Source: an optimization exercise on an open RTL-to-GDS flow (aim: a short achievable clock period and few clock cycles). Production flows keep margins and buffers that such runs may drop.
In this exercise RTL edits were held to simulation tests only and were not proved equivalent to the original.
Power and IR drop assume default switching activity.

==> design.v <==
package cpuPkg;
    localparam int DataWidth    = 16;
    localparam int RegAddrWidth = 4;
    localparam logic [3:0] OpAdd   = 4'h8;
    localparam logic [3:0] OpSub   = 4'hC;
    localparam logic [3:0] OpNand  = 4'hB;
    localparam logic [3:0] OpOr    = 4'hF;
    localparam logic [3:0] OpAddi  = 4'h9;
    localparam logic [3:0] OpAddiu = 4'hA;
    localparam logic [3:0] OpSubi  = 4'hD;
    localparam logic [3:0] OpOri   = 4'h6;
    localparam logic [3:0] OpNandi = 4'h7;
    localparam logic [3:0] OpShift = 4'h0;
    localparam logic [3:0] ShiftLeft       = 4'd1;
    localparam logic [3:0] ShiftRightLogic = 4'd2;
    localparam logic [3:0] ShiftRightArith = 4'd3;
    localparam logic [3:0] OpBeq   = 4'h4;
    localparam logic [3:0] OpBne   = 4'h5;
    localparam logic [3:0] OpJump  = 4'h3;
    localparam logic [2:0] AluAdd  = 3'd0;
    localparam logic [2:0] AluSub  = 3'd1;
    localparam logic [2:0] AluSll  = 3'd2;
    localparam logic [2:0] AluSrl  = 3'd3;
    localparam logic [2:0] AluSra  = 3'd4;
    localparam logic [2:0] AluNand = 3'd5;
    localparam logic [2:0] AluOr   = 3'd6;
    localparam logic [1:0] ImmReg  = 2'd0;
    localparam logic [1:0] ImmSext = 2'd1;
    localparam logic [1:0] ImmZext = 2'd2;
    typedef union packed {
        struct packed {
            logic [3:0]              opcode;
            logic [RegAddrWidth-1:0] ra;
            logic [RegAddrWidth-1:0] rb;
            logic [RegAddrWidth-1:0] rc;
        } rView;
        struct packed {
            logic [3:0]              opcode;
            logic [RegAddrWidth-1:0] ra;
            logic [7:0]              imm8;
        } iView;
        struct packed {
            logic [3:0]  opcode;
            logic [11:0] imm12;
        } jView;
    } instrWord;
endpackage
module regRead (
    input  logic [255:0] regsFlat,
    input  logic [3:0]   fa,
    input  logic [3:0]   fb,
    input  logic [3:0]   fc,
    output logic [15:0]  rdA,
    output logic [15:0]  rdB,
    output logic [15:0]  rdC
);
    logic [15:0] regs [16];
    for (genvar j = 0; j < 16; j++) begin : g_r
        assign regs[j] = regsFlat[16*j +: 16];
    end
    assign rdA = regs[fa];
    assign rdB = regs[fb];
    assign rdC = regs[fc];
endmodule
module opSel (
    input  logic        selW,
    input  logic        selA,
    input  logic        selB,
    input  logic        selC,
    input  logic        selI,
    input  logic [15:0] res,
    input  logic [15:0] rdA,
    input  logic [15:0] rdB,
    input  logic [15:0] rdC,
    input  logic [15:0] imm,
    output logic [15:0] d
);
    assign d = ({16{selW}} & res) | ({16{selA}} & rdA) | ({16{selB}} & rdB)
             | ({16{selC}} & rdC) | ({16{selI}} & imm);
endmodule
import cpuPkg::*;
module pcUnit #(
    parameter logic [15:0] resetPc = '0
) (
    input  logic         rst,
    input  logic [15:0]  pcR,
    input  logic         reqR,
    input  logic [15:0]  iw,
    input  logic         eBr,
    input  logic         eBne,
    input  logic [3:0]   eOff,
    input  logic [15:0]  opA,
    input  logic [15:0]  opB,
    output logic [15:0]  pcD,
    output logic         reqD,
    output logic         brWaitD
);
    logic [3:0] op, fa, fb, fc;
    assign op = iw[15:12];
    assign fa = iw[11:8];
    assign fb = iw[7:4];
    assign fc = iw[3:0];
    logic isBr, isJmp;
    assign isBr  = (op == OpBeq) || (op == OpBne);
    assign isJmp = (op == OpJump);
    logic [14:0] pcInc, jt, btF, btE;
    ksAdd #(.W(15)) u_inc (.a(pcR[15:1]), .b(15'd0), .ci(1'b1), .s(pcInc));
    ksAdd #(.W(15)) u_jt  (.a(pcR[15:1]), .b({{3{iw[11]}}, iw[11:0]}), .ci(1'b1), .s(jt));
    ksAdd #(.W(15)) u_btf (.a(pcR[15:1]), .b({{11{fc[3]}}, fc}), .ci(1'b1), .s(btF));
    ksAdd #(.W(15)) u_bte (.a(pcR[15:1]), .b({{11{eOff[3]}}, eOff}), .ci(1'b0), .s(btE));
    logic brStatic, takenF, brWait;
    assign brStatic = (fa == fb) || (fc == 4'd0);
    assign takenF   = isBr && (fa == fb) && !op[0] && (fc != 4'd0);
    assign brWait   = isBr && !brStatic;
    logic eqE, takenE;
    assign eqE = (opA == opB);
    assign takenE = eBr && (eqE ^ eBne);
    logic selR, selJ, selB, selI, selE, selH;
    assign selR = rst;
    assign selJ = !rst && reqR && isJmp;
    assign selB = !rst && reqR && takenF;
    assign selI = !rst && reqR && !isJmp && !takenF;
    assign selE = !rst && !reqR && takenE;
    assign selH = !rst && !reqR && !takenE;
    pcMux u_mux (
        .selR (selR), .selJ (selJ), .selB (selB), .selI (selI), .selE (selE), .selH (selH),
        .rstV (resetPc[15:1]), .jt (jt), .btF (btF), .pcInc (pcInc), .btE (btE), .pcH (pcR[15:1]),
        .pcD  (pcD[15:1])
    );
    assign pcD[0]  = 1'b0;
    assign reqD    = rst || !(reqR && brWait);
    assign brWaitD = !rst && reqR && brWait;
endmodule
module pcMux (
    input  logic        selR,
    input  logic        selJ,
    input  logic        selB,
    input  logic        selI,
    input  logic        selE,
    input  logic        selH,
    input  logic [14:0] rstV,
    input  logic [14:0] jt,
    input  logic [14:0] btF,
    input  logic [14:0] pcInc,
    input  logic [14:0] btE,
    input  logic [14:0] pcH,
    output logic [14:0] pcD
);
    assign pcD = ({15{selR}} & rstV) | ({15{selJ}} & jt) | ({15{selB}} & btF)
               | ({15{selI}} & pcInc) | ({15{selE}} & btE) | ({15{selH}} & pcH);
endmodule
module aluUnit (
    input  logic [15:0] opA,
    input  logic [15:0] opB,
    input  logic        eSub,
    input  logic        eArith,
    input  logic        eNand,
    input  logic        eOr,
    input  logic        eSll,
    input  logic        eSrl,
    input  logic        eSra,
    input  logic [3:0]  eShamt,
    output logic [15:0] res
);
    logic [15:0] bX, sum, logicRes;
    assign bX = opB ^ {16{eSub}};
    ksAdd #(.W(16)) u_add (.a(opA), .b(bX), .ci(eSub), .s(sum));
    always_comb begin
        logicRes = '0;
        if (eNand) logicRes = logicRes | ~(opA & opB);
        if (eOr)   logicRes = logicRes | (opA | opB);
        if (eSll)  logicRes = logicRes | (opA << eShamt);
        if (eSrl)  logicRes = logicRes | (opA >> eShamt);
        if (eSra)  logicRes = logicRes | 16'($signed(opA) >>> eShamt);
    end
    assign res = eArith ? sum : logicRes;
endmodule
module ksAdd #(
    parameter int W = 16
) (
    input  logic [W-1:0] a,
    input  logic [W-1:0] b,
    input  logic         ci,
    output logic [W-1:0] s
);
    localparam int L = (W > 8) ? 4 : (W > 4) ? 3 : (W > 2) ? 2 : 1;
    logic [W-1:0] g [L+1];
    logic [W-1:0] p [L+1];
    logic [W-1:0] p0;
    for (genvar i = 0; i < W; i++) begin : g_pg
        if (i == 0) begin : g_first
            addCell0 u_c (.a(a[i]), .b(b[i]), .ci(ci), .g(g[0][i]), .p(p0[i]));
        end else begin : g_rest
            addPg u_c (.a(a[i]), .b(b[i]), .g(g[0][i]), .p(p0[i]));
        end
    end
    assign p[0] = p0;
    for (genvar l = 1; l <= L; l++) begin : g_l
        for (genvar i = 0; i < W; i++) begin : g_i
            if (i >= (1 << (l - 1))) begin : g_comb
                if (l % 2 == 1) begin : g_odd
                    pfxTrueIn u_c (.gh(g[l-1][i]), .ph(p[l-1][i]),
                                   .gl(g[l-1][i - (1 << (l - 1))]), .pl(p[l-1][i - (1 << (l - 1))]),
                                   .gn(g[l][i]), .pn(p[l][i]));
                end else begin : g_even
                    pfxInvIn u_c (.ghn(g[l-1][i]), .phn(p[l-1][i]),
                                  .gln(g[l-1][i - (1 << (l - 1))]), .pln(p[l-1][i - (1 << (l - 1))]),
                                  .g(g[l][i]), .p(p[l][i]));
                end
            end else begin : g_pass
                pfxInv u_g (.a(g[l-1][i]), .y(g[l][i]));
                pfxInv u_p (.a(p[l-1][i]), .y(p[l][i]));
            end
        end
    end
    for (genvar i = 0; i < W; i++) begin : g_s
        if (i == 0) begin : g_s0
            addSum u_c (.p(p0[i]), .c(ci), .s(s[i]));
        end else if (L % 2 == 0) begin : g_st
            addSum u_c (.p(p0[i]), .c(g[L][i-1]), .s(s[i]));
        end else begin : g_sn
            addSumN u_c (.p(p0[i]), .cn(g[L][i-1]), .s(s[i]));
        end
    end
endmodule
module addCell0 (input logic a, input logic b, input logic ci, output logic g, output logic p);
    assign g = (a & b) | ((a | b) & ci);
    assign p = a ^ b;
endmodule
module addPg (input logic a, input logic b, output logic g, output logic p);
    assign g = a & b;
    assign p = a ^ b;
endmodule
module pfxTrueIn (input logic gh, input logic ph, input logic gl, input logic pl,
                  output logic gn, output logic pn);
    assign gn = ~(gh | (ph & gl));
    assign pn = ~(ph & pl);
endmodule
module pfxInvIn (input logic ghn, input logic phn, input logic gln, input logic pln,
                 output logic g, output logic p);
    assign g = ~(ghn & (phn | gln));
    assign p = ~(phn | pln);
endmodule
module pfxInv (input logic a, output logic y);
    assign y = ~a;
endmodule
module addSum (input logic p, input logic c, output logic s);
    assign s = p ^ c;
endmodule
module addSumN (input logic p, input logic cn, output logic s);
    assign s = ~(p ^ cn);
endmodule
import cpuPkg::*;
module cpuTop #(
    parameter logic [DataWidth-1:0] resetPc = '0
) (
    input  logic                    clk,
    input  logic                    rst,
    output logic [DataWidth-1:0]    pc,
    output logic                    instrReq,
    input  cpuPkg::instrWord                instr,
    output logic                    regWrEn,
    output logic [RegAddrWidth-1:0] regWrAddr,
    output logic [DataWidth-1:0]    regWrData
);
    logic [15:0] pcR;
    logic        reqR;
    logic [15:0] regs [16];
    logic [15:0] rfZero;
    logic        eWr;         
    logic        eBr;         
    logic        eBne;
    logic [3:0]  eRa;
    logic [15:0] opA, opB;        
    logic [3:0]  eShamt;
    logic [3:0]  eOff;
    logic        eSub, eArith, eNand, eOr, eSll, eSrl, eSra;
    logic        wrEnR;
    logic [3:0]  wrAddrR;
    logic [15:0] wrDataR;
    assign pc        = pcR;
    assign instrReq  = reqR;
    assign regWrEn   = wrEnR;
    assign regWrAddr = wrAddrR;
    assign regWrData = wrDataR;
    logic [15:0] iw;
    logic [3:0]  op, fa, fb, fc;
    assign iw = instr;
    assign op = iw[15:12];
    assign fa = iw[11:8];
    assign fb = iw[7:4];
    assign fc = iw[3:0];
    logic isR, isImm, isShift, isBr, isWr;
    logic dSub, dArith, dNand, dOr, dSll, dSrl, dSra;
    always_comb begin
        isR = 1'b0; isImm = 1'b0; isShift = 1'b0; isBr = 1'b0;
        dSub = 1'b0; dArith = 1'b0; dNand = 1'b0; dOr = 1'b0;
        dSll = 1'b0; dSrl = 1'b0; dSra = 1'b0;
        case (op)
            OpAdd:   begin isR = 1'b1;   dArith = 1'b1; end
            OpSub:   begin isR = 1'b1;   dArith = 1'b1; dSub = 1'b1; end
            OpNand:  begin isR = 1'b1;   dNand = 1'b1; end
            OpOr:    begin isR = 1'b1;   dOr   = 1'b1; end
            OpAddi:  begin isImm = 1'b1; dArith = 1'b1; end
            OpAddiu: begin isImm = 1'b1; dArith = 1'b1; end
            OpSubi:  begin isImm = 1'b1; dArith = 1'b1; dSub = 1'b1; end
            OpOri:   begin isImm = 1'b1; dOr   = 1'b1; end
            OpNandi: begin isImm = 1'b1; dNand = 1'b1; end
            OpShift: begin
                case (fc)
                    ShiftLeft:       begin isShift = 1'b1; dSll = 1'b1; end
                    ShiftRightLogic: begin isShift = 1'b1; dSrl = 1'b1; end
                    ShiftRightArith: begin isShift = 1'b1; dSra = 1'b1; end
                    default: ;
                endcase
            end
            OpBeq, OpBne: isBr = 1'b1;
            default: ;
        endcase
        isWr = isR | isImm | isShift;
    end
    logic [255:0] regsFlat;
    logic [15:0]  rdA, rdB, rdC;
    assign regsFlat[15:0] = '0;
    for (genvar j = 1; j < 16; j++) begin : g_flat
        assign regsFlat[16*j +: 16] = rfZero[j] ? 16'd0 : regs[j];
    end
    regRead u_rd (
        .regsFlat (regsFlat),
        .fa       (fa),
        .fb       (fb),
        .fc       (fc),
        .rdA      (rdA),
        .rdB      (rdB),
        .rdC      (rdC)
    );
    logic eNz, f1a, f1b, f1c;
    assign eNz = eWr && (eRa != 4'd0);
    assign f1a = eNz && (fa == eRa);
    assign f1b = eNz && (fb == eRa);
    assign f1c = eNz && (fc == eRa);
    logic        fwdA, fwdB;
    logic [15:0] immVal, opAD, opBD;
    assign fwdA   = isR ? f1b : f1a;
    assign fwdB   = (isR && f1c) || (isBr && f1b);
    assign immVal = {{8{iw[7] & (op != OpAddiu)}}, iw[7:0]};
    opSel u_opa (
        .selW (fwdA),
        .selA (!isR && !fwdA),
        .selB (isR && !fwdA),
        .selC (1'b0),
        .selI (1'b0),
        .res  (res),
        .rdA  (rdA),
        .rdB  (rdB),
        .rdC  (rdC),
        .imm  (immVal),
        .d    (opAD)
    );
    opSel u_opb (
        .selW (fwdB),
        .selA (1'b0),
        .selB (isBr && !fwdB),
        .selC (isR && !fwdB),
        .selI (!isR && !isBr),
        .res  (res),
        .rdA  (rdA),
        .rdB  (rdB),
        .rdC  (rdC),
        .imm  (immVal),
        .d    (opBD)
    );
    logic [15:0] pcD;
    logic        reqD, brWaitD;
    pcUnit #(
        .resetPc (resetPc)
    ) u_pc (
        .rst       (rst),
        .pcR       (pcR),
        .reqR      (reqR),
        .iw        (iw),
        .eBr       (eBr),
        .eBne      (eBne),
        .eOff      (eOff),
        .opA       (opA),
        .opB       (opB),
        .pcD       (pcD),
        .reqD      (reqD),
        .brWaitD   (brWaitD)
    );
    logic [15:0] res;
    aluUnit u_alu (
        .opA    (opA),
        .opB    (opB),
        .eSub   (eSub),
        .eArith (eArith),
        .eNand  (eNand),
        .eOr    (eOr),
        .eSll   (eSll),
        .eSrl   (eSrl),
        .eSra   (eSra),
        .eShamt (eShamt),
        .res    (res)
    );
    always_ff @(posedge clk) begin
        pcR  <= pcD;
        reqR <= reqD;
        eBr  <= brWaitD;
        if (rst) begin
            eWr     <= 1'b0;
            wrEnR   <= 1'b0;
        end else begin
            eWr   <= reqR && isWr;
            wrEnR <= eWr;
        end
    end
    always_ff @(posedge clk) begin
        eRa     <= fa;
        eBne    <= op[0];
        eShamt  <= fb;
        eOff    <= fc;
        eSub    <= dSub;
        eArith  <= dArith;
        eNand   <= dNand;
        eOr     <= dOr;
        eSll    <= dSll;
        eSrl    <= dSrl;
        eSra    <= dSra;
        opA     <= opAD;
        opB     <= opBD;
        wrAddrR <= eRa;
        wrDataR <= res;
    end
    assign regs[0]   = '0;
    for (genvar j = 1; j < 16; j++) begin : g_rf
        always_ff @(posedge clk) begin
            if (eWr && (eRa == j[3:0])) begin
                regs[j] <= res;
            end
        end
        always_ff @(posedge clk) begin
            if (rst) begin
                rfZero[j] <= 1'b1;
            end else if (eWr && (eRa == j[3:0])) begin
                rfZero[j] <= 1'b0;
            end
        end
    end
    assign rfZero[0] = 1'b1;
endmodule
==> flow/run.sh <==
#!/bin/bash
# The standard layout (standard.sh) with these changes:
#  - no full-adder extraction in synthesis (ADDER_MAP_FILE empty), so the
#    hand-built prefix adders keep their structure;
#  - timing repair may swap cells across footprints (MATCH_CELL_FOOTPRINT 0);
#  - timing repair aims at a setup margin of 5.5 ns;
#  - ports are buffered with buf_8 cells.
# make's full output goes to make_finish.log; ORFS's per-step logs stay under orfs/logs.
set -euo pipefail
bash standard.sh ADDER_MAP_FILE= MATCH_CELL_FOOTPRINT=0 SETUP_SLACK_MARGIN=5.5 \
    "BUFFER_PORTS_ARGS=-buffer_cell sky130_fd_sc_hd__buf_8" finish > make_finish.log 2>&1
==> standard.sh <==
#!/bin/bash
# synth_recipe.tcl (not shown) runs the flow's synth.tcl, then flattens the netlist and writes it again
# the make line also repeats each setting of config.mk as NAME=value (left out here)
make -C /OpenROAD-flow-scripts/flow DESIGN_CONFIG=/design/flow/config.mk WORK_HOME=/design/flow/orfs CLKGATE_MAP_FILE= SYNTH_SCRIPT=/design/flow/synth_recipe.tcl "${@:-finish}"
==> config.mk <==
export PLATFORM = sky130hd
export DESIGN_NAME = cpuTop
export DESIGN_NICKNAME = cpuTop
export VERILOG_FILES = /design/flow/design.v
export SDC_FILE = /design/flow/constraint.sdc
export NUM_CORES = 4
export LEC_CHECK = 0
export CAP_MARGIN = 20
export CORE_MARGIN = 2
export CORE_UTILIZATION = 40
export PLACE_DENSITY = 0.6
export SLEW_MARGIN = 20
export SYNTH_HIERARCHICAL = 1
export SYNTH_MINIMUM_KEEP_SIZE = 0
==> constraint.sdc <==
create_clock -name core_clock -period 8.0 [get_ports {clk}]
set_input_delay 1.6000 -clock core_clock [delete_from_list [all_inputs] [get_ports {clk}]]
set_output_delay 1.6000 -clock core_clock [all_outputs]
set_load 0.01 [all_outputs]
==> results of run 1 <==
==> placed cells by master (no fill, tap or decap), types with 39 or more instances in the layout <==
master and count:
sky130_fd_sc_hd__o21ai_2 94, sky130_fd_sc_hd__and2_2 68, sky130_fd_sc_hd__a22oi_1 133, sky130_fd_sc_hd__nor2_1 175
sky130_fd_sc_hd__buf_8 51, sky130_fd_sc_hd__nor2b_1 264, sky130_fd_sc_hd__dfxtp_2 48, sky130_fd_sc_hd__mux2i_1 95
sky130_fd_sc_hd__nand3_1 45, sky130_fd_sc_hd__conb_1 116, sky130_fd_sc_hd__buf_12 48, sky130_fd_sc_hd__xor2_1 118
sky130_fd_sc_hd__a22oi_2 76, sky130_fd_sc_hd__dfxtp_1 39, sky130_fd_sc_hd__edfxtp_1 240, sky130_fd_sc_hd__a21oi_1 118
sky130_fd_sc_hd__o22ai_1 52, sky130_fd_sc_hd__a21oi_2 133, sky130_fd_sc_hd__clkbuf_16 82, sky130_fd_sc_hd__buf_4 123
sky130_fd_sc_hd__inv_1 106, sky130_fd_sc_hd__nand2_1 198, sky130_fd_sc_hd__o21ai_0 46
==> cell type report <==
type	instances	area, sq um
multi-input cells	2379	19000
clock buffers	60	1160
flip-flops and latches	347	9480
fillers	5852	30200
repair inverters	1	7.51
diodes	3	7.51
inverters	115	452
clock inverters	16	140
well taps	864	1080
repair buffers	304	4330
==> registers in the layout (all words and copies together) (netlist names), 4 cells and up <==
register	count
eShamt	4
eRa	4
wrDataR	16
rfZero	15
opB	16
wrAddrR	4
regs	240
eOff	4
pcR	16
opA	16
==> worst paths after layout <==
path              slack (ns)                 end
setup / recovery        4.97      opB[9]$_DFF_P_
hold / removal          0.54  wrAddrR[1]$_DFF_P_
setup reg to reg        5.06      opB[3]$_DFF_P_
hold reg to reg         0.54  wrAddrR[1]$_DFF_P_
==> per-stage QoR <==
step | instances | setup WS [ns] | area (sq um) | utilization, % | hold WS, ns
floorplan | 3021 | 4.91 | 28000 | - | 0.326
global placement | 3791 | 3.63 | 28900 | 43.9 | 0.634
detailed placement | 3792 | 3.50 | 29000 | 44.0 | 0.631
CTS | 4054 | 5.08 | 34400 | 52.2 | 0.637
global route | 4087 | 4.98 | 35600 | 54.1 | 0.552
finish | 4089 | 4.97 | 35600 | 54.1 | 0.538
==> per-layer routing <==
layer	global-route usage, %	vias to the layer above
met4	22.3	4
met2	59.5	1944
met3	11.5	607
met5	0	-
li1	-	11200
met1	48.4	12900
==> critical path, cell delays in order <==
cell and delay, ns:
sky130_fd_sc_hd__buf_16 0.13, sky130_fd_sc_hd__nor2b_4 0.13, sky130_fd_sc_hd__buf_8 0.14, sky130_fd_sc_hd__buf_4 0.14, sky130_fd_sc_hd__and3_4 0.21, sky130_fd_sc_hd__a221o_1 0.36, sky130_fd_sc_hd__o32a_1 0.39, sky130_fd_sc_hd__a22oi_2 0.25
sky130_fd_sc_hd__nand2_1 0.10
==> timing repair <==
| item | in CTS | in global routing |
|---|---|---|
| gates cloned | 44 | 7 |
| setup endpoints to repair | 379 | 335 |
| pin swaps | 82 | 83 |
| resized for setup | 391 | 161 |
| buffers inserted | 142 | 25 |
==> where the power goes <==
part           leakage, nW  internal [mW]  switching, mW
combinational         8.79           1.28           1.95
sequential            3.04           2.08          0.192
clock                0.636           1.07          0.792
==> impl_metrics.tcl, run 1 <==
set metrics [dict create \
    bufs_on_longest_clock_path 3 \
    fin_setup_tns_ns 0 \
    cp.arrival_ns 3.47 \
    first_pass_grt_wire_length_um 190000 \
    fmax_mhz 330 \
    clock_insertion_delay_at_the_later_pin_of_the_skew_report_ns 0.59 \
    syn_area_sq_mm 0.0266 \
    classification_of_the_worst_setup_path "input port to flip-flop" \
    total_routed_wirelength_um 137000 \
    design.die.area_sq_mm 0.0686 \
    fin_total_pwr_mw 7.37 \
    outcome "no timing/DRC/antenna violations" \
    critPathCaptureType "flip-flop" \
    boundaryPins 56 \
    overflow 0 \
    grtUsageTotal_pct 38.7 \
    row_count 94 \
    drt_iter0_markers 4393 \
    cts_sinks 347 \
    finalCriticalPeriod_ns 3.03 \
    cts_tree "done" \
    place_congestion 1.02 \
    detailroute.wirelength.met2_um 58600 \
    detailedPlacementHpwl_um 84400 \
    clock_skew_ns 0.0231 \
    vias 26700 \
    met1Wirelength_um 51100 \
    post_synth_inst_count 2908 \
    core_area_sq_mm 0.0659 \
    min_delay_path_depth 0 \
    worst_hold_check_path_type "flip-flop to flip-flop" \
    ratio_of_cells_with_drive_above_1_in_the_final_layout_pct 35.4 \
    grt_setup_unrepaired "yes" \
    worst_slew_margin_rel_pct 27.9 \
    slew_worst_pin_ns 1.08 \
    placement.io_buffers 55 \
    grt_pass1_vias 25700 \
    clock-root-buffer "sky130_fd_sc_hd__clkbuf_16" \
    report.final.slew_viol_count 0 \
    top_metal_used "met5" \
    drt_drc_violations_left 0 \
    post_cts_hold_buffer_count 0 \
    layout_stage_area_growth_over_the_synthesis_result_pct 33.9 \
    floorplan.die.height_um 262 \
    vias_per_cell 6.53 \
    power.density_mw_per_mm2 207 \
    post_drt_wl_per_cell_um 33.5 \
    cp_data_required_time_ns 8.45 \
    worst_hold_startpoint "eRa[1]$_DFF_P_" \
    htreeDepth 2 \
    detailroute.wirelength.met3_um 16400 \
    final_nets 3207 \
    path_max_fanout 7 \
    power.static_leakage_nw 12.5 \
    ir_worst_vdd_mv 0.179 \
    starting_density_of_the_core_pct 40.4 \
    cts_inserted_buffers 41 \
    worst_setup_path_start_kind "input port" \
    grt_max_degree 36 \
    critical_path.startpoint "instr[5]" \
    antenna_violating_nets_post_route 0 \
    finalSetupViolCount 0 \
    synth.avg_cell_area_sq_um 9.16 \
    antenna_violations_before_repair 6 \
    number_of_cells_on_the_worst_reg_to_reg_path 7 \
    final-hold-violation-count 0 \
    number_of_search_and_repair_iterations_in_the_first_detailed_routing_pass 11 \
    synthesis_warnings 20 \
    critical_path.reg2reg.startpoint "rfZero[2]$_SDFFE_PP1P_" \
    die_w_um 262 \
    max_cap_violations 0 \
    worst_setup_hold_path_clk_slew_ns 0.06 \
    ratio_of_final_minimum_period_to_clock_period_pct 37.8 \
]
Testbench counts, summed over its fixed seeds: cycles 25,372.
==> inputs of run 2 (changes only) <==
--- a/design.v
+++ b/design.v
@@ -46,36 +46,94 @@
     } instrWord;
 endpackage
+module rdBit (
+    input  logic [15:0] sel,
+    input  logic [15:0] d,
+    output logic        q
+);
+    assign q = |(sel & d);
+endmodule
+module opBit (
+    input  logic sW,
+    input  logic sX,
+    input  logic sY,
+    input  logic w,
+    input  logic x,
+    input  logic y,
+    output logic q
+);
+    logic nw, nx, ny;
+    nand2c u_w (.a(sW), .b(w), .y(nw));
+    nand2c u_x (.a(sX), .b(x), .y(nx));
+    nand2c u_y (.a(sY), .b(y), .y(ny));
+    nand3c u_q (.a(nw), .b(nx), .c(ny), .y(q));
+endmodule
+module nand2c (input logic a, input logic b, output logic y);
+    assign y = ~(a & b);
+endmodule
+module nand3c (input logic a, input logic b, input logic c, output logic y);
+    assign y = ~(a & b & c);
+endmodule
+module nand4c (input logic a, input logic b, input logic c, input logic d, output logic y);
+    assign y = ~(a & b & c & d);
+endmodule
+module opSel (
+    input  logic        sW,
+    input  logic        sX,
+    input  logic        sY,
+    input  logic [15:0] w,
+    input  logic [15:0] x,
+    input  logic [15:0] y,
+    output logic [15:0] q
+);
+    for (genvar i = 0; i < 16; i++) begin : g_b
+        opBit u_b (.sW(sW), .sX(sX), .sY(sY), .w(w[i]), .x(x[i]), .y(y[i]), .q(q[i]));
+    end
+endmodule
 module regRead (
     input  logic [255:0] regsFlat,
-    input  logic [3:0]   fa,
-    input  logic [3:0]   fb,
-    input  logic [3:0]   fc,
-    output logic [15:0]  rdA,
-    output logic [15:0]  rdB,
-    output logic [15:0]  rdC
+    input  logic [15:0]  sel,
+    output logic [15:0]  rd
 );
-    logic [15:0] regs [16];
-    for (genvar j = 0; j < 16; j++) begin : g_r
-        assign regs[j] = regsFlat[16*j +: 16];
+    for (genvar i = 0; i < 16; i++) begin : g_b
+        logic [15:0] col;
+        for (genvar j = 0; j < 16; j++) begin : g_c
+            assign col[j] = regsFlat[16*j + i];
+        end
+        rdBit u_b (.sel(sel), .d(col), .q(rd[i]));
     end
-    assign rdA = regs[fa];
-    assign rdB = regs[fb];
-    assign rdC = regs[fc];
 endmodule
-module opSel (
-    input  logic        selW,
-    input  logic        selA,
-    input  logic        selB,
-    input  logic        selC,
-    input  logic        selI,
-    input  logic [15:0] res,
-    input  logic [15:0] rdA,
-    input  logic [15:0] rdB,
-    input  logic [15:0] rdC,
-    input  logic [15:0] imm,
-    output logic [15:0] d
+module opBit4 (
+    input  logic sW,
+    input  logic sX,
+    input  logic sY,
+    input  logic sZ,
+    input  logic w,
+    input  logic x,
+    input  logic y,
+    input  logic z,
+    output logic q
 );
-    assign d = ({16{selW}} & res) | ({16{selA}} & rdA) | ({16{selB}} & rdB)
-             | ({16{selC}} & rdC) | ({16{selI}} & imm);
+    logic nw, nx, ny, nz;
+    nand2c u_w (.a(sW), .b(w), .y(nw));
+    nand2c u_x (.a(sX), .b(x), .y(nx));
+    nand2c u_y (.a(sY), .b(y), .y(ny));
+    nand2c u_z (.a(sZ), .b(z), .y(nz));
+    nand4c u_q (.a(nw), .b(nx), .c(ny), .d(nz), .y(q));
+endmodule
+module opSel4 (
+    input  logic        sW,
+    input  logic        sX,
+    input  logic        sY,
+    input  logic        sZ,
+    input  logic [15:0] w,
+    input  logic [15:0] x,
+    input  logic [15:0] y,
+    input  logic [15:0] z,
+    output logic [15:0] q
+);
+    for (genvar i = 0; i < 16; i++) begin : g_b
+        opBit4 u_b (.sW(sW), .sX(sX), .sY(sY), .sZ(sZ), .w(w[i]), .x(x[i]), .y(y[i]), .z(z[i]),
+                    .q(q[i]));
+    end
 endmodule
 import cpuPkg::*;
@@ -267,5 +325,4 @@
     logic        reqR;
     logic [15:0] regs [16];
-    logic [15:0] rfZero;
     logic        eWr;         
     logic        eBr;         
@@ -320,19 +377,23 @@
         isWr = isR | isImm | isShift;
     end
+    logic         wNz;
     logic [255:0] regsFlat;
+    logic [15:0]  selA, selB, selC;
     logic [15:0]  rdA, rdB, rdC;
+    assign wNz = wrEnR && (wrAddrR != 4'd0);
     assign regsFlat[15:0] = '0;
     for (genvar j = 1; j < 16; j++) begin : g_flat
-        assign regsFlat[16*j +: 16] = rfZero[j] ? 16'd0 : regs[j];
+        assign regsFlat[16*j +: 16] = (wNz && wrAddrR == j[3:0]) ? wrDataR : regs[j];
     end
-    regRead u_rd (
-        .regsFlat (regsFlat),
-        .fa       (fa),
-        .fb       (fb),
-        .fc       (fc),
-        .rdA      (rdA),
-        .rdB      (rdB),
-        .rdC      (rdC)
-    );
+    always_comb begin
+        for (int j = 0; j < 16; j++) begin
+            selA[j] = (fa == j[3:0]);
+            selB[j] = (fb == j[3:0]);
+            selC[j] = (fc == j[3:0]);
+        end
+    end
+    regRead u_rda (.regsFlat(regsFlat), .sel(selA), .rd(rdA));
+    regRead u_rdb (.regsFlat(regsFlat), .sel(selB), .rd(rdB));
+    regRead u_rdc (.regsFlat(regsFlat), .sel(selC), .rd(rdC));
     logic eNz, f1a, f1b, f1c;
     assign eNz = eWr && (eRa != 4'd0);
@@ -346,28 +407,12 @@
     assign immVal = {{8{iw[7] & (op != OpAddiu)}}, iw[7:0]};
     opSel u_opa (
-        .selW (fwdA),
-        .selA (!isR && !fwdA),
-        .selB (isR && !fwdA),
-        .selC (1'b0),
-        .selI (1'b0),
-        .res  (res),
-        .rdA  (rdA),
-        .rdB  (rdB),
-        .rdC  (rdC),
-        .imm  (immVal),
-        .d    (opAD)
+        .sW (fwdA), .sX (isR && !fwdA), .sY (!isR && !fwdA),
+        .w  (res),  .x  (rdB),          .y  (rdA),
+        .q  (opAD)
     );
-    opSel u_opb (
-        .selW (fwdB),
-        .selA (1'b0),
-        .selB (isBr && !fwdB),
-        .selC (isR && !fwdB),
-        .selI (!isR && !isBr),
-        .res  (res),
-        .rdA  (rdA),
-        .rdB  (rdB),
-        .rdC  (rdC),
-        .imm  (immVal),
-        .d    (opBD)
+    opSel4 u_opb (
+        .sW (fwdB), .sX (isR && !fwdB), .sY (isBr && !fwdB), .sZ (!isR && !isBr && !fwdB),
+        .w  (res),  .x  (rdC),          .y  (rdB),           .z  (immVal),
+        .q  (opBD)
     );
     logic [15:0] pcD;
@@ -432,19 +477,13 @@
         wrDataR <= res;
     end
-    assign regs[0]   = '0;
+    assign regs[0] = '0;
     for (genvar j = 1; j < 16; j++) begin : g_rf
         always_ff @(posedge clk) begin
-            if (eWr && (eRa == j[3:0])) begin
-                regs[j] <= res;
-            end
-        end
-        always_ff @(posedge clk) begin
             if (rst) begin
-                rfZero[j] <= 1'b1;
-            end else if (eWr && (eRa == j[3:0])) begin
-                rfZero[j] <= 1'b0;
+                regs[j] <= '0;
+            end else if (wrEnR && (wrAddrR == j[3:0])) begin
+                regs[j] <= wrDataR;
             end
         end
     end
-    assign rfZero[0] = 1'b1;
 endmodule
==> run 2 against run 1 <==
Die area fell by 5.6%. Utilization rose by 0.30 points. Total power fell by 11%. Clock power barely moved. Final cell count fell by 4.1%. Worst hold slack got worse by 0.055 ns. Flip-flop and latch count fell by 15. Critical path depth did not move. Non-clock buffer count rose by 23. Largest cell class unchanged.
==> impl_metrics.tcl, run 2 <==
set metrics [dict create \
    outcome "no timing/DRC/antenna violations" \
    total_routed_wirelength_um 106000 \
    worst_slew_margin_rel_pct 46.4 \
    worst_setup_hold_path_clk_slew_ns 0.06 \
    grt_setup_unrepaired "yes" \
    regToRegSetupSlack_ns 5.28 \
    final-hold-violation-count 0 \
    core_area_sq_mm 0.0619 \
    post_synth_inst_count 2703 \
    largest_reg_flops 240 \
    power.density_mw_per_mm2 194 \
    synthesis_warnings 17 \
    classification_of_the_worst_setup_path "input port to flip-flop" \
    placedInstanceArea_sq_mm 0.0278 \
    part_of_the_power_in_the_clock_network_pct 28.9 \
    grt_max_degree 89 \
    syn_area_sq_mm 0.0251 \
    bufs_on_longest_clock_path 3 \
    max_cap_violations 0 \
    boundaryPins 56 \
    clock_insertion_delay_at_the_later_pin_of_the_skew_report_ns 0.59 \
    drt_drc_violations_left 0 \
    fmax_mhz 358 \
    power.static_leakage_nw 13.2 \
    detailedPlacementHpwl_um 65400 \
    htreeDepth 2 \
    clock_skew_ns 0.0241 \
    report.final.slew_viol_count 0 \
    ir_worst_vdd_mv 0.125 \
    cp.arrival_ns 3.24 \
    ratio_of_final_minimum_period_to_clock_period_pct 34.9 \
    most_frequent_standard_cell_in_the_layout_excluding_fill_and_tap_cells "sky130_fd_sc_hd__dfxtp_1" \
    layout_stage_area_growth_over_the_synthesis_result_pct 34.2 \
    cts_inserted_buffers 41 \
    final_design_area_no_fill_sq_mm 0.0337 \
    first_pass_grt_wire_length_um 150000 \
    final_nets 3070 \
    power.sequential.fraction_pct 28.9 \
    overflow 0 \
    antenna_violations_before_repair 3 \
    layout.filler_cells 5425 \
    worst_setup_path_start_kind "input port" \
    combPwrFrac_pct 42.2 \
    starting_density_of_the_core_pct 40.6 \
    design.die.area_sq_mm 0.0648 \
    p_sw_mw 2.62 \
    slew_worst_pin_ns 0.804 \
    top_register "regs" \
    place_congestion 0.942 \
    fin_setup_tns_ns 0 \
    grtUsageTotal_pct 30.9 \
    cp_data_required_time_ns 8.45 \
    vias_per_cell 6.26 \
    placement.io_buffers 55 \
    clock-root-buffer "sky130_fd_sc_hd__clkbuf_16" \
    finalCriticalPeriod_ns 2.79 \
    vias 24500 \
    floorplan.die.height_um 255 \
    antenna_violating_nets_post_route 0 \
    layout.cells.non_filler 3921 \
    finalSetupViolCount 0 \
    drt_iter0_markers 2514 \
    synth.avg_cell_area_sq_um 9.29 \
    sw_frac_of_total_pct 40.0 \
    path_max_fanout 16 \
    fin_total_pwr_mw 6.54 \
    number_of_search_and_repair_iterations_in_the_first_detailed_routing_pass 8 \
    grt_pass1_vias 23300 \
    final_util_pct 54.4 \
    die_w_um 255 \
    power.internal_mw 3.92 \
    cts_tree "done" \
    critPathCaptureType "flip-flop" \
    row_count 91 \
    ratio_of_cells_with_drive_above_1_in_the_final_layout_pct 46.1 \
    worst_hold_check_path_type "flip-flop to flip-flop" \
    final_cell_mix "sky130_fd_sc_hd__dfxtp_1, sky130_fd_sc_hd__nor2b_1, sky130_fd_sc_hd__mux2_2, sky130_fd_sc_hd__nand2_1, sky130_fd_sc_hd__a22o_1" \
    cts_sinks 332 \
    post_cts_hold_buffer_count 0 \
    dpl.cell_count 3611 \
    post_drt_wl_per_cell_um 27.1 \
]
==> run 2: per-layer routing <==
metal | up-vias | routed length (um) | GRT usage [%]
met2 | 1338 | 47400 | 48.5
met1 | 12100 | 42900 | 39.7
met5 | - | 0 | 0
met3 | 405 | 9240 | 6.00
li1 | 10700 | - | -
met4 | 0 | 6740 | 17.9
==> run 2: timing repair <==
item                                    4_1_cts  5_1_grt
endpoints found under the setup margin      279      181
pin swaps                                    93      123
buffers inserted                            147       69
cloned                                       14        5
resized for setup                           267      166
==> run 2: cell type report <==
type / count / area, sq um / area share [%]
timing repair buffer: 327 / 3970 / 11.8
timing repair inverter: 1 / 7.51 / 0.0223
sequential: 332 / 6800 / 20.2
tap: 837 / 1050 / 3.11
inverter: 90 / 342 / 1.01
clock inverter: 11 / 101 / 0.301
antenna: 3 / 7.51 / 0.0223
multi-input combinational: 2259 / 20200 / 59.9
clock buffer: 61 / 1240 / 3.69
==> run 2: path summary, 6_finish.rpt <==
kind	startpoint	endpoint	cells after the start
worst max-delay path	instr[11]	opA[8]$_DFF_P_	9
worst min register to register	eRa[3]$_DFF_P_	wrAddrR[3]$_DFF_P_	0
worst max register to register	wrEnR$_SDFF_PP0_	opB[9]$_DFF_P_	11
worst min-delay path	eRa[3]$_DFF_P_	wrAddrR[3]$_DFF_P_	0
==> run 2: power groups by stage <==
stage	Clock [mW]	Sequential, mW	Combinational (mW)
2_1_floorplan	0	1.90	1.50
3_3_place_gp	0	2.03	2.00
3_5_place_dp	0	2.03	2.01
4_1_cts	1.91	1.88	2.49
5_1_grt	1.97	1.89	2.92
6_report	1.89	1.89	2.76
==> run 2: metrics by stage <==
step / setup WS, ns / hold slack (ns)
6_report: 5.21 / 0.483
5_1_grt: 5.22 / 0.486
4_1_cts: 5.24 / 0.473
3_5_place_dp: 3.88 / 0.464
3_3_place_gp: 3.95 / 0.455
2_1_floorplan: 4.97 / 0.408
==> run 2: worst max-delay path, stage by stage <==
cell and delay, ns:
sky130_fd_sc_hd__buf_16 0.13, sky130_fd_sc_hd__buf_4 0.14, sky130_fd_sc_hd__nand2b_4 0.09, sky130_fd_sc_hd__nor2_4 0.13, sky130_fd_sc_hd__a22o_1 0.27, sky130_fd_sc_hd__a221oi_4 0.29
sky130_fd_sc_hd__nand4_1 0.31, sky130_fd_sc_hd__nand2_1 0.18, sky130_fd_sc_hd__nand3_2 0.08
Testbench counts of run 2, summed over its fixed seeds: cycles 25,372.
==> inputs of run 3 (changes only) <==
--- a/design.v
+++ b/design.v
@@ -51,5 +51,18 @@
     output logic        q
 );
-    assign q = |(sel & d);
+    logic [7:0] t;
+    logic [1:0] h;
+    for (genvar k = 0; k < 8; k++) begin : g_t
+        aoi22c u_t (.a1(sel[2*k]), .a2(d[2*k]), .b1(sel[2*k+1]), .b2(d[2*k+1]), .y(t[k]));
+    end
+    nand4c u_h0 (.a(t[0]), .b(t[1]), .c(t[2]), .d(t[3]), .y(h[0]));
+    nand4c u_h1 (.a(t[4]), .b(t[5]), .c(t[6]), .d(t[7]), .y(h[1]));
+    or2c   u_q  (.a(h[0]), .b(h[1]), .y(q));
+endmodule
+module aoi22c (input logic a1, input logic a2, input logic b1, input logic b2, output logic y);
+    assign y = ~((a1 & a2) | (b1 & b2));
+endmodule
+module or2c (input logic a, input logic b, output logic y);
+    assign y = a | b;
 endmodule
 module opBit (
@@ -336,4 +349,6 @@
     logic [3:0]  wrAddrR;
     logic [15:0] wrDataR;
+    logic [15:0] wbData;
+    logic [15:0] wSel;
     assign pc        = pcR;
     assign instrReq  = reqR;
@@ -377,12 +392,10 @@
         isWr = isR | isImm | isShift;
     end
-    logic         wNz;
     logic [255:0] regsFlat;
     logic [15:0]  selA, selB, selC;
     logic [15:0]  rdA, rdB, rdC;
-    assign wNz = wrEnR && (wrAddrR != 4'd0);
     assign regsFlat[15:0] = '0;
     for (genvar j = 1; j < 16; j++) begin : g_flat
-        assign regsFlat[16*j +: 16] = (wNz && wrAddrR == j[3:0]) ? wrDataR : regs[j];
+        assign regsFlat[16*j +: 16] = wSel[j] ? wbData : regs[j];
     end
     always_comb begin
@@ -461,4 +474,9 @@
     end
     always_ff @(posedge clk) begin
+        for (int j = 0; j < 16; j++) begin
+            wSel[j] <= !rst && eWr && (j != 0) && (eRa == j[3:0]);
+        end
+    end
+    always_ff @(posedge clk) begin
         eRa     <= fa;
         eBne    <= op[0];
@@ -476,4 +494,7 @@
         wrAddrR <= eRa;
         wrDataR <= res;
+        if (eWr) begin
+            wbData <= res;
+        end
     end
     assign regs[0] = '0;
@@ -482,6 +503,6 @@
             if (rst) begin
                 regs[j] <= '0;
-            end else if (wrEnR && (wrAddrR == j[3:0])) begin
-                regs[j] <= wrDataR;
+            end else if (wSel[j]) begin
+                regs[j] <= wbData;
             end
         end
==> flow/run.sh (replaced) <==
#!/bin/bash
# The standard layout (standard.sh) with these changes:
#  - no full-adder extraction in synthesis (ADDER_MAP_FILE empty), so the
#    hand-built prefix adders keep their structure;
#  - timing repair may swap cells across footprints (MATCH_CELL_FOOTPRINT 0);
#  - timing repair aims at a setup margin of 5.3 ns;
#  - ports are buffered with buf_8 cells.
# make's full output goes to make_finish.log; ORFS's per-step logs stay under orfs/logs.
set -euo pipefail
bash standard.sh ADDER_MAP_FILE= MATCH_CELL_FOOTPRINT=0 SETUP_SLACK_MARGIN=5.3 \
    "BUFFER_PORTS_ARGS=-buffer_cell sky130_fd_sc_hd__buf_8" finish > make_finish.log 2>&1
==> run 3 against run 2 <==
Maximum frequency up 1.2%. Flip-flop and latch count increased by 31. Total power increased by 0.68%. Setup slack better by 0.033 ns. Critical path depth grew 1. Count of clock-buffer cells in the layout down 2. Synthesized cell count is 5.3% higher. Global-route usage fell by 1.9 points. Highest routed layer unchanged.
==> impl_metrics.tcl, run 3 <==
set metrics [dict create \
    vias_per_cell 6.13 \
    ir_worst_vdd_mv 0.153 \
    finalCriticalPeriod_ns 2.76 \
    floorplan.die.height_um 263 \
    fin_total_pwr_mw 6.58 \
    report.final.slew_viol_count 0 \
    synth.avg_cell_area_sq_um 9.45 \
    drt_drc_violations_left 0 \
    first_pass_grt_wire_length_um 153000 \
    grt_setup_unrepaired "yes" \
    cp.arrival_ns 3.22 \
    fmax_mhz 363 \
    path_max_fanout 16 \
    place_congestion 0.952 \
    htreeDepth 2 \
    overflow 0 \
    power.sequential.fraction_pct 31.5 \
    power.internal_mw 4.10 \
    number_of_search_and_repair_iterations_in_the_first_detailed_routing_pass 10 \
    final_setup_margin_ns 5.24 \
    vias 24900 \
    max_cap_violations 0 \
    finalSetupViolCount 0 \
    die_w_um 263 \
    cp_data_required_time_ns 8.46 \
    p_sw_mw 2.48 \
    slew_worst_pin_ns 1.27 \
    final-hold-violation-count 0 \
    final_cell_mix "sky130_fd_sc_hd__a22oi_2, sky130_fd_sc_hd__dfxtp_1, sky130_fd_sc_hd__nor2b_1, sky130_fd_sc_hd__nand2_1, sky130_fd_sc_hd__mux2_2" \
    fin_hold_ws_ns 0.616 \
    classification_of_the_worst_setup_path "input port to flip-flop" \
    placement.io_buffers 55 \
    grt_pass1_vias 23700 \
    grt_max_degree 100 \
    final_nets 3160 \
    worst_setup_path_start_kind "input port" \
    worst_slew_margin_rel_pct 15.1 \
    dpl.cell_count 3781 \
    clock_insertion_delay_at_the_later_pin_of_the_skew_report_ns 0.59 \
    top_register "regs" \
    ratio_of_final_minimum_period_to_clock_period_pct 34.5 \
    antenna_violations_before_repair 10 \
    syn_area_sq_mm 0.0269 \
    starting_density_of_the_core_pct 40.2 \
    grtUsageTotal_pct 29.1 \
    worst_setup_hold_path_clk_slew_ns 0.06 \
    post_synth_inst_count 2845 \
    drt_iter0_markers 2483 \
    fin_setup_tns_ns 0 \
    antenna_violating_nets_post_route 0 \
    part_of_the_power_in_the_clock_network_pct 32.3 \
    layout.cells.non_filler 4054 \
    synthesis_warnings 17 \
    bufs_on_longest_clock_path 3 \
    design.die.area_sq_mm 0.0693 \
    clock_skew_ns 0.0220 \
    post-place-ws_ns 4.14 \
    post_drt_wl_per_cell_um 26.4 \
    clock-root-buffer "sky130_fd_sc_hd__clkbuf_16" \
    cts_sinks 363 \
    power.density_mw_per_mm2 192 \
    outcome "no timing/DRC/antenna violations" \
    boundaryPins 56 \
    power.static_leakage_nw 12.7 \
    row_count 95 \
    ratio_of_cells_with_drive_above_1_in_the_final_layout_pct 45.7 \
    total_routed_wirelength_um 107000 \
    final_design_area_no_fill_sq_mm 0.0342 \
    core_area_sq_mm 0.0668 \
    layout_stage_area_growth_over_the_synthesis_result_pct 27.2 \
    final_util_pct 51.2 \
    placedInstanceArea_sq_mm 0.0295 \
    sw_frac_of_total_pct 37.7 \
    cts_inserted_buffers 43 \
    cts_tree "done" \
    worst_hold_check_path_type "flip-flop to flip-flop" \
    largest_reg_flops 240 \
    combPwrFrac_pct 36.2 \
    critPathCaptureType "flip-flop" \
    detailedPlacementHpwl_um 68200 \
    most_frequent_standard_cell_in_the_layout_excluding_fill_and_tap_cells "sky130_fd_sc_hd__a22oi_2" \
    layout.filler_cells 6087 \
]
[run 3: path summary, 6_finish.rpt]
check / start / endpoint / slack (ns) / depth (start not counted)
setup / recovery: instr[2] / opB[11]$_DFF_P_ / 5.24 / 10
hold / removal: eRa[0]$_DFF_P_ / wrAddrR[0]$_DFF_P_ / 0.62 / 0
setup reg to reg: wSel[8]$_DFF_P_ / opB[14]$_DFF_P_ / 5.29 / 6
hold reg to reg: eRa[0]$_DFF_P_ / wrAddrR[0]$_DFF_P_ / 0.62 / 0
[run 3: what timing repair did]
item	4_1_cts	5_1_grt
pin swaps	40	68
resized for setup	112	111
hold buffers	0	0
gates cloned	3	10
buffers inserted	81	95
endpoints found under the setup margin	95	167
[run 3: critical path, cell delays in order]
cell	delay (ns)
sky130_fd_sc_hd__buf_12	0.14
sky130_fd_sc_hd__nand2b_4	0.16
sky130_fd_sc_hd__nor2_4	0.06
sky130_fd_sc_hd__buf_12	0.16
sky130_fd_sc_hd__buf_4	0.14
sky130_fd_sc_hd__a22oi_2	0.20
sky130_fd_sc_hd__nand4_1	0.25
sky130_fd_sc_hd__or2_1	0.29
sky130_fd_sc_hd__nand2_1	0.06
sky130_fd_sc_hd__nand4_1	0.09
[run 3: area by class of cell]
cell class / count / area (sq um) / share of cell area, %
Antenna cell: 7 / 17.5 / 0.0512
Timing Repair inverter: 1 / 7.51 / 0.0219
Tap cell: 873 / 1090 / 3.19
Multi-Input combinational cell: 2355 / 20100 / 58.7
Clock inverter: 18 / 219 / 0.640
Sequential cell: 363 / 7530 / 22.0
Timing Repair Buffer: 288 / 3590 / 10.5
Inverter: 90 / 342 / 0.999
Clock buffer: 59 / 1310 / 3.83
[run 3: routing by layer]
layer / share of wire, % / vias up / GRT usage (%)
met5: 0 / - / 0
met4: 5.4 / 0 / 13.0
met1: 42 / 12100 / 39.7
li1: - / 10900 / -
met3: 9.7 / 366 / 5.41
met2: 43 / 1445 / 44.5
[run 3: power by group through the flow]
stage                     sequential, mW  clock, mW  combinational, mW
final                               2.07       2.13               2.38
after global routing                2.08       2.22               2.54
after CTS                           2.06       2.15               2.23
after detailed placement            2.21          0               1.96
after global placement              2.21          0               1.96
after floorplan                     2.07          0               1.45
Testbench counts of run 3, summed over its fixed seeds: cycles 25,372.
==> inputs of run 4 (changes only) <==
==> flow/run.sh (replaced) <==
#!/bin/bash
# The standard layout (standard.sh) with these changes:
#  - no full-adder extraction in synthesis (ADDER_MAP_FILE empty), so the
#    hand-built prefix adders keep their structure;
#  - timing repair may swap cells across footprints (MATCH_CELL_FOOTPRINT 0);
#  - timing repair aims at a setup margin of 5.4 ns;
#  - ports are buffered with buf_8 cells.
# make's full output goes to make_finish.log; ORFS's per-step logs stay under orfs/logs.
set -euo pipefail
bash standard.sh ADDER_MAP_FILE= MATCH_CELL_FOOTPRINT=0 SETUP_SLACK_MARGIN=5.4 \
    "BUFFER_PORTS_ARGS=-buffer_cell sky130_fd_sc_hd__buf_8" finish > make_finish.log 2>&1
==> run 4 against run 3 <==
Still clean on timing, DRC and antenna. Count of clock-buffer cells in the layout decreased by 1. Combinational power increased by 8%. Worst hold slack got worse by 0.014 ns. Register-to-register slack improved by 0.03 ns. Largest power group unchanged. Critical path type unchanged. Largest cell class unchanged. First-iteration DRC count increased by 16%. Synthesized cell count unchanged. Utilization increased by 1.8 points. Non-clock buffer count increased by 36. Total power increased by 3.5%. Routed wire length increased by 3.9%.
==> impl_metrics.tcl, run 4 <==
set metrics [dict create \
    first_pass_grt_wire_length_um 154000 \
    drt_iter0_markers 2874 \
    fin_total_pwr_mw 6.82 \
    cts_inserted_buffers 43 \
    cts_tree "done" \
    syn_area_sq_mm 0.0269 \
    starting_density_of_the_core_pct 40.2 \
    critPathCaptureType "flip-flop" \
    outcome "no timing/DRC/antenna violations" \
    placement.io_buffers 55 \
    vias_per_cell 6.14 \
    most_frequent_standard_cell_in_the_layout_excluding_fill_and_tap_cells "sky130_fd_sc_hd__a22oi_2" \
    clock_skew_ns 0.0366 \
    classification_of_the_worst_setup_path "input port to flip-flop" \
    grt_setup_unrepaired "yes" \
    worst_setup_path_start_kind "input port" \
    fin_hold_ws_ns 0.602 \
    final_nets 3196 \
    drt_drc_violations_left 0 \
    overflow 0 \
    layout_stage_area_growth_over_the_synthesis_result_pct 31.6 \
    finalSetupViolCount 0 \
    power.static_leakage_nw 13.1 \
    max_cap_violations 0 \
    grt_pass1_vias 23600 \
    bufs_on_longest_clock_path 3 \
    cts_sinks 363 \
    row_count 95 \
    synth.avg_cell_area_sq_um 9.45 \
    slew_worst_pin_ns 1.21 \
    post_synth_inst_count 2845 \
    clock-root-buffer "sky130_fd_sc_hd__clkbuf_16" \
    grt_max_degree 91 \
    antenna_violations_before_repair 12 \
    grtUsageTotal_pct 29.3 \
    total_routed_wirelength_um 111000 \
    core_area_sq_mm 0.0668 \
    floorplan.die.height_um 263 \
    antenna_violating_nets_post_route 0 \
    synthesis_warnings 17 \
    ir_worst_vdd_mv 0.164 \
    finalCriticalPeriod_ns 2.74 \
    vias 25100 \
    layout.filler_cells 5858 \
    fin_setup_tns_ns 0 \
    htreeDepth 2 \
    fmax_mhz 365 \
    die_w_um 263 \
    design.die.area_sq_mm 0.0693 \
    worst_hold_check_path_type "flip-flop to flip-flop" \
    top_register "regs" \
    cp.arrival_ns 3.23 \
    boundaryPins 56 \
    power.density_mw_per_mm2 193 \
    layout.cells.non_filler 4088 \
    final_cell_mix "sky130_fd_sc_hd__a22oi_2, sky130_fd_sc_hd__dfxtp_1, sky130_fd_sc_hd__nor2b_1, sky130_fd_sc_hd__nand2_1, sky130_fd_sc_hd__mux2_2" \
    post_cts_hold_buffer_count 0 \
    worst_setup_hold_path_clk_slew_ns 0.06 \
    report.final.slew_viol_count 0 \
    ratio_of_final_minimum_period_to_clock_period_pct 34.3 \
    path_max_fanout 7 \
    detailedPlacementHpwl_um 68200 \
    post_drt_wl_per_cell_um 27.2 \
    largest_reg_flops 240 \
    place_congestion 0.944 \
    final-hold-violation-count 0 \
    ratio_of_cells_with_drive_above_1_in_the_final_layout_pct 48.2 \
    worst_slew_margin_rel_pct 19.3 \
    clock_insertion_delay_at_the_later_pin_of_the_skew_report_ns 0.61 \
    dpl.cell_count 3779 \
    regToRegSetupSlack_ns 5.32 \
    cp_data_required_time_ns 8.48 \
    number_of_search_and_repair_iterations_in_the_first_detailed_routing_pass 6 \
]
==> run 4: through the flow <==
step	setup WS, ns	utilization (%)	instance area, sq um
after CTS	5.25	49.6	33200
after detailed placement	3.85	44.2	29500
after global routing	5.25	53.0	35400
final	5.26	53.0	35400
after global placement	3.94	44.2	29500
after floorplan	4.90	-	28000
==> run 4: area by class of cell <==
cell class	instances	area (sq um)	share of cell area, %
timing repair inverter	1	7.51	0.0212
sequential	363	7570	21.4
multi-input combinational	2355	20500	58.0
tap	873	1090	3.09
timing repair buffer	324	4280	12.1
inverter	90	348	0.983
clock buffer	58	1200	3.40
antenna	2	5.00	0.0141
clock inverter	22	345	0.976
==> run 4: worst max-delay path: stages <==
cell and delay (ns):
sky130_fd_sc_hd__buf_16 0.13, sky130_fd_sc_hd__buf_6 0.12, sky130_fd_sc_hd__nand2b_4 0.13, sky130_fd_sc_hd__nor3_4 0.09, sky130_fd_sc_hd__buf_12 0.15, sky130_fd_sc_hd__buf_12 0.15
sky130_fd_sc_hd__a22oi_2 0.16, sky130_fd_sc_hd__nand4_1 0.19, sky130_fd_sc_hd__or2_1 0.30, sky130_fd_sc_hd__nand2_1 0.09, sky130_fd_sc_hd__nand4_1 0.09
==> run 4: repair_timing <==
| action | CTS | global route |
|---|---|---|
| pin swaps | 46 | 139 |
| gates cloned | 3 | 20 |
| resized for setup | 187 | 176 |
| endpoints found under the setup margin | 212 | 201 |
| buffers inserted | 105 | 99 |
==> run 4: path summary, 6_finish.rpt <==
kind,to,cells past startpoint,start
worst min-delay path,wrAddrR[1]$_DFF_P_,0,eRa[1]$_DFF_P_
worst min register to register,wrAddrR[1]$_DFF_P_,0,eRa[1]$_DFF_P_
worst max register to register,opB[10]$_DFF_P_,6,wSel[8]$_DFF_P_
worst max-delay path,opB[15]$_DFF_P_,11,instr[7]
==> run 4: where the power goes <==
part           switching (mW)  leakage, nW  internal (mW)
registers               0.161         3.00           1.92
clock network           0.884        0.760           1.27
logic                    1.59         9.31          0.991
total                    2.63         13.1           4.18
==> run 4: routing by layer <==
layer / GRT usage, % / vias to the layer above / wire length [um]
met1: 38.8 / 12300 / 45300
met3: 7.08 / 345 / 11900
met5: 0 / - / 134
met2: 44.9 / 1454 / 47900
li1: - / 11000 / -
met4: 13.9 / 13 / 6060
==> inputs of run 5 (changes only) <==
==> flow/run.sh (replaced) <==
#!/bin/bash
# The standard layout (standard.sh) with these changes:
#  - no full-adder extraction in synthesis (ADDER_MAP_FILE empty), so the
#    hand-built prefix adders keep their structure;
#  - timing repair may swap cells across footprints (MATCH_CELL_FOOTPRINT 0);
#  - timing repair aims at a setup margin of 5.5 ns;
#  - ports are buffered with buf_8 cells.
# make's full output goes to make_finish.log; ORFS's per-step logs stay under orfs/logs.
set -euo pipefail
bash standard.sh ADDER_MAP_FILE= MATCH_CELL_FOOTPRINT=0 SETUP_SLACK_MARGIN=5.5 \
    "BUFFER_PORTS_ARGS=-buffer_cell sky130_fd_sc_hd__buf_8" finish > make_finish.log 2>&1
==> run 5 against run 4 <==
Flip-flop and latch count stayed put. Clock skew is 0.016 ns lower. Routed wire length is 1.0% higher. Maximum frequency is 1.7% lower. Synthesized cell count stayed put. Utilization is 0.23 points lower. Final cell count hardly changed. Die area stayed put. Cell area is 0.43% lower. Register-to-register slack hardly changed. First-iteration DRC count is 12% lower. Critical endpoint is now opB[13]$_DFF_P_.
==> impl_metrics.tcl, run 5 <==
set metrics [dict create \
    outcome "no timing/DRC/antenna violations" \
    combPwrFrac_pct 38.2 \
    final_nets 3191 \
    top_metal_used "met5" \
    placement.io_buffers 55 \
    overflow 0 \
    power.density_mw_per_mm2 197 \
    drt_drc_violations_left 0 \
    layout.filler_cells 5891 \
    synthesis_warnings 17 \
    max_cap_violations 0 \
    top_register "regs" \
    ir_worst_vdd_mv 0.187 \
    layout_stage_area_growth_over_the_synthesis_result_pct 31.1 \
    clock_skew_ns 0.0202 \
    design.die.area_sq_mm 0.0693 \
    worst_hold_startpoint "eRa[1]$_DFF_P_" \
    largest_reg_flops 240 \
    die_w_um 263 \
    cts_inserted_buffers 45 \
    floorplan.die.height_um 263 \
    worst_setup_path_start_kind "input port" \
    antenna_violating_nets_post_route 0 \
    post_drt_wl_per_cell_um 27.5 \
    critical_path.reg2reg.startpoint "wSel[7]$_DFF_P_" \
    clock-root-buffer "sky130_fd_sc_hd__clkbuf_16" \
    detailroute.wirelength.met2_um 48400 \
    boundaryPins 56 \
    report.final.slew_viol_count 0 \
    endpoint_of_the_worst_register_to_register_path "opA[2]$_DFF_P_" \
    min_delay_path_depth 0 \
    row_count 95 \
    final_cell_mix "sky130_fd_sc_hd__a22oi_2, sky130_fd_sc_hd__dfxtp_1, sky130_fd_sc_hd__nor2b_1, sky130_fd_sc_hd__nand2_1, sky130_fd_sc_hd__mux2_2" \
    cts_sinks 363 \
    final-hold-violation-count 0 \
    bufs_on_longest_clock_path 3 \
    worst_hold_check_path_type "flip-flop to flip-flop" \
    grt_pass1_vias 24700 \
    place_congestion 0.947 \
    grtUsageTotal_pct 31.1 \
    vias_per_cell 6.20 \
    syn_area_sq_mm 0.0269 \
    core_area_sq_mm 0.0668 \
    ratio_of_final_minimum_period_to_clock_period_pct 34.9 \
    number_of_search_and_repair_iterations_in_the_first_detailed_routing_pass 8 \
    sw_frac_of_total_pct 38.7 \
    starting_density_of_the_core_pct 40.2 \
    p_sw_mw 2.68 \
    path_max_fanout 6 \
    cp_data_required_time_ns 8.46 \
    met1Wirelength_um 45800 \
    worst_slew_margin_rel_pct 19.0 \
    clock_insertion_delay_at_the_later_pin_of_the_skew_report_ns 0.60 \
    regToRegSetupSlack_ns 5.31 \
    ratio_of_cells_with_drive_above_1_in_the_final_layout_pct 48.8 \
    most_frequent_standard_cell_in_the_layout_excluding_fill_and_tap_cells "sky130_fd_sc_hd__a22oi_2" \
    antenna_violations_before_repair 7 \
    cp.arrival_ns 3.24 \
    finalCriticalPeriod_ns 2.79 \
    fin_setup_tns_ns 0 \
    first_pass_grt_wire_length_um 163000 \
    power.static_leakage_nw 13.0 \
    min_delay_worst_endpoint "wrAddrR[1]$_DFF_P_" \
    vias 25400 \
    classification_of_the_worst_setup_path "input port to flip-flop" \
    power.sequential.fraction_pct 30.0 \
    number_of_cells_on_the_worst_reg_to_reg_path 6 \
    power.internal_mw 4.25 \
    worst_setup_hold_path_clk_slew_ns 0.06 \
    grt_max_degree 100 \
    post_synth_inst_count 2845 \
    detailedPlacementHpwl_um 69400 \
    part_of_the_power_in_the_clock_network_pct 31.8 \
    total_routed_wirelength_um 112000 \
    fin_total_pwr_mw 6.93 \
    final_util_pct 52.7 \
    critPathCaptureType "flip-flop" \
    fmax_mhz 358 \
    detailroute.wirelength.met3_um 12400 \
    drt_iter0_markers 2534 \
    htreeDepth 2 \
    grt_setup_unrepaired "yes" \
    slew_worst_pin_ns 1.21 \
    cts_tree "done" \
    synth.avg_cell_area_sq_um 9.45 \
    finalSetupViolCount 0 \
]
==> run 5: layer usage <==
| metal | up-vias | GRT usage (%) |
|---|---|---|
| li1 | 11000 | - |
| met1 | 12500 | 41.2 |
| met2 | 1527 | 47.4 |
| met3 | 381 | 7.74 |
| met4 | 8 | 14.9 |
| met5 | - | 0 |
==> run 5: layout make-up <==
cell class,count,area (sq um),share of cell area (%)
repair inverters,1,7.51,0.0213
flip-flops and latches,363,7570,21.5
clock buffers,64,1360,3.86
clock inverters,20,221,0.629
diodes,4,10.0,0.0284
repair buffers,317,4060,11.5
inverters,90,353,1.00
well taps,873,1090,3.10
multi-input cells,2355,20600,58.4
==> run 5: worst max path at each step <==
stage	start	end	slack, ns	depth (start not counted)
final	instr[1]	opB[13]$_DFF_P_	5.21	10
after global routing	instr[4]	opB[13]$_DFF_P_	5.18	10
after CTS	pcR[2]$_DFF_P_	pc[2]	5.29	1
after detailed placement	instr[0]	opB[1]$_DFF_P_	4.32	8
after global placement	instr[3]	pcR[15]$_DFF_P_	4.16	7
after floorplan	instr[4]	opB[0]$_DFF_P_	4.90	8
==> run 5: what timing repair did <==
| action | 4_1_cts | 5_1_grt |
|---|---|---|
| pin swaps | 140 | 71 |
| hold buffers | 0 | 0 |
| hold endpoints to repair | 0 | 0 |
| resized for setup | 265 | 101 |
| endpoints found under the setup margin | 126 | 117 |
| setup buffers | 156 | 41 |
| gates cloned | 17 | 3 |
==> run 5: per-stage QoR <==
stage / cell area (sq um) / setup slack (ns) / cells / hold WS, ns
after floorplan: 28000 / 4.90 / 2943 / 0.332
after global placement: 29500 / 4.16 / 3780 / 0.583
after detailed placement: 29600 / 4.32 / 3782 / 0.592
after CTS: 34400 / 5.29 / 4039 / 0.624
after global routing: 35200 / 5.18 / 4083 / 0.650
final: 35200 / 5.21 / 4087 / 0.640
==> run 5: power groups by stage <==
stage          Sequential (mW)  Clock [mW]  Combinational [mW]
2_1_floorplan             2.07           0                1.45
3_3_place_gp              2.21           0                1.97
3_5_place_dp              2.22           0                1.98
4_1_cts                   2.07        2.24                2.45
5_1_grt                   2.08        2.31                2.79
6_report                  2.08        2.20                2.65
==> run 5: critical path: stages <==
cell and delay, ns:
sky130_fd_sc_hd__buf_12 0.11, sky130_fd_sc_hd__nand2b_4 0.18, sky130_fd_sc_hd__buf_6 0.12, sky130_fd_sc_hd__nor2_4 0.06, sky130_fd_sc_hd__buf_12 0.14, sky130_fd_sc_hd__a22oi_2 0.15, sky130_fd_sc_hd__nand4_1 0.33, sky130_fd_sc_hd__or2_1 0.35
sky130_fd_sc_hd__nand2_1 0.06, sky130_fd_sc_hd__nand4_1 0.12

==> what the ideal ports hide <==
The flow's constraints put no driver on any port. The routed layouts listed below were extracted and timed again, unchanged, in two steps. Step 1 assumes that a clkbuf_16 drives the clock port and a buf_2 every other input. Step 2 also shifts input and output timing later by t, the mid clock arrival at the registers, as if the neighbouring blocks saw the same clock. Slacks: ideal / step 1 / step 2; pairs: ideal / step 1.
run	t, ns	setup WS [ns]	worst setup path at the end	worst data-port slew with drivers (ns)	cell pins on the clock port's net
run 1	0.641	4.973 / 4.624 / 3.982	input to register	0.47	1
run 2	0.645	5.211 / 5.109 / 4.465	input to register	0.29	1
run 3	0.641	5.243 / 5.071 / 4.430	input to register	0.26	1
run 4	0.647	5.258 / 5.143 / 4.497	input to register	0.25	1
run 5	0.644	5.210 / 5.020 / 4.376	input to register	0.27	1
After both steps every run listed still meets setup and hold. For run 1, which loses most, drivers alone change the setup slack by -0.349 ns; drivers and shift together by -0.991 ns.
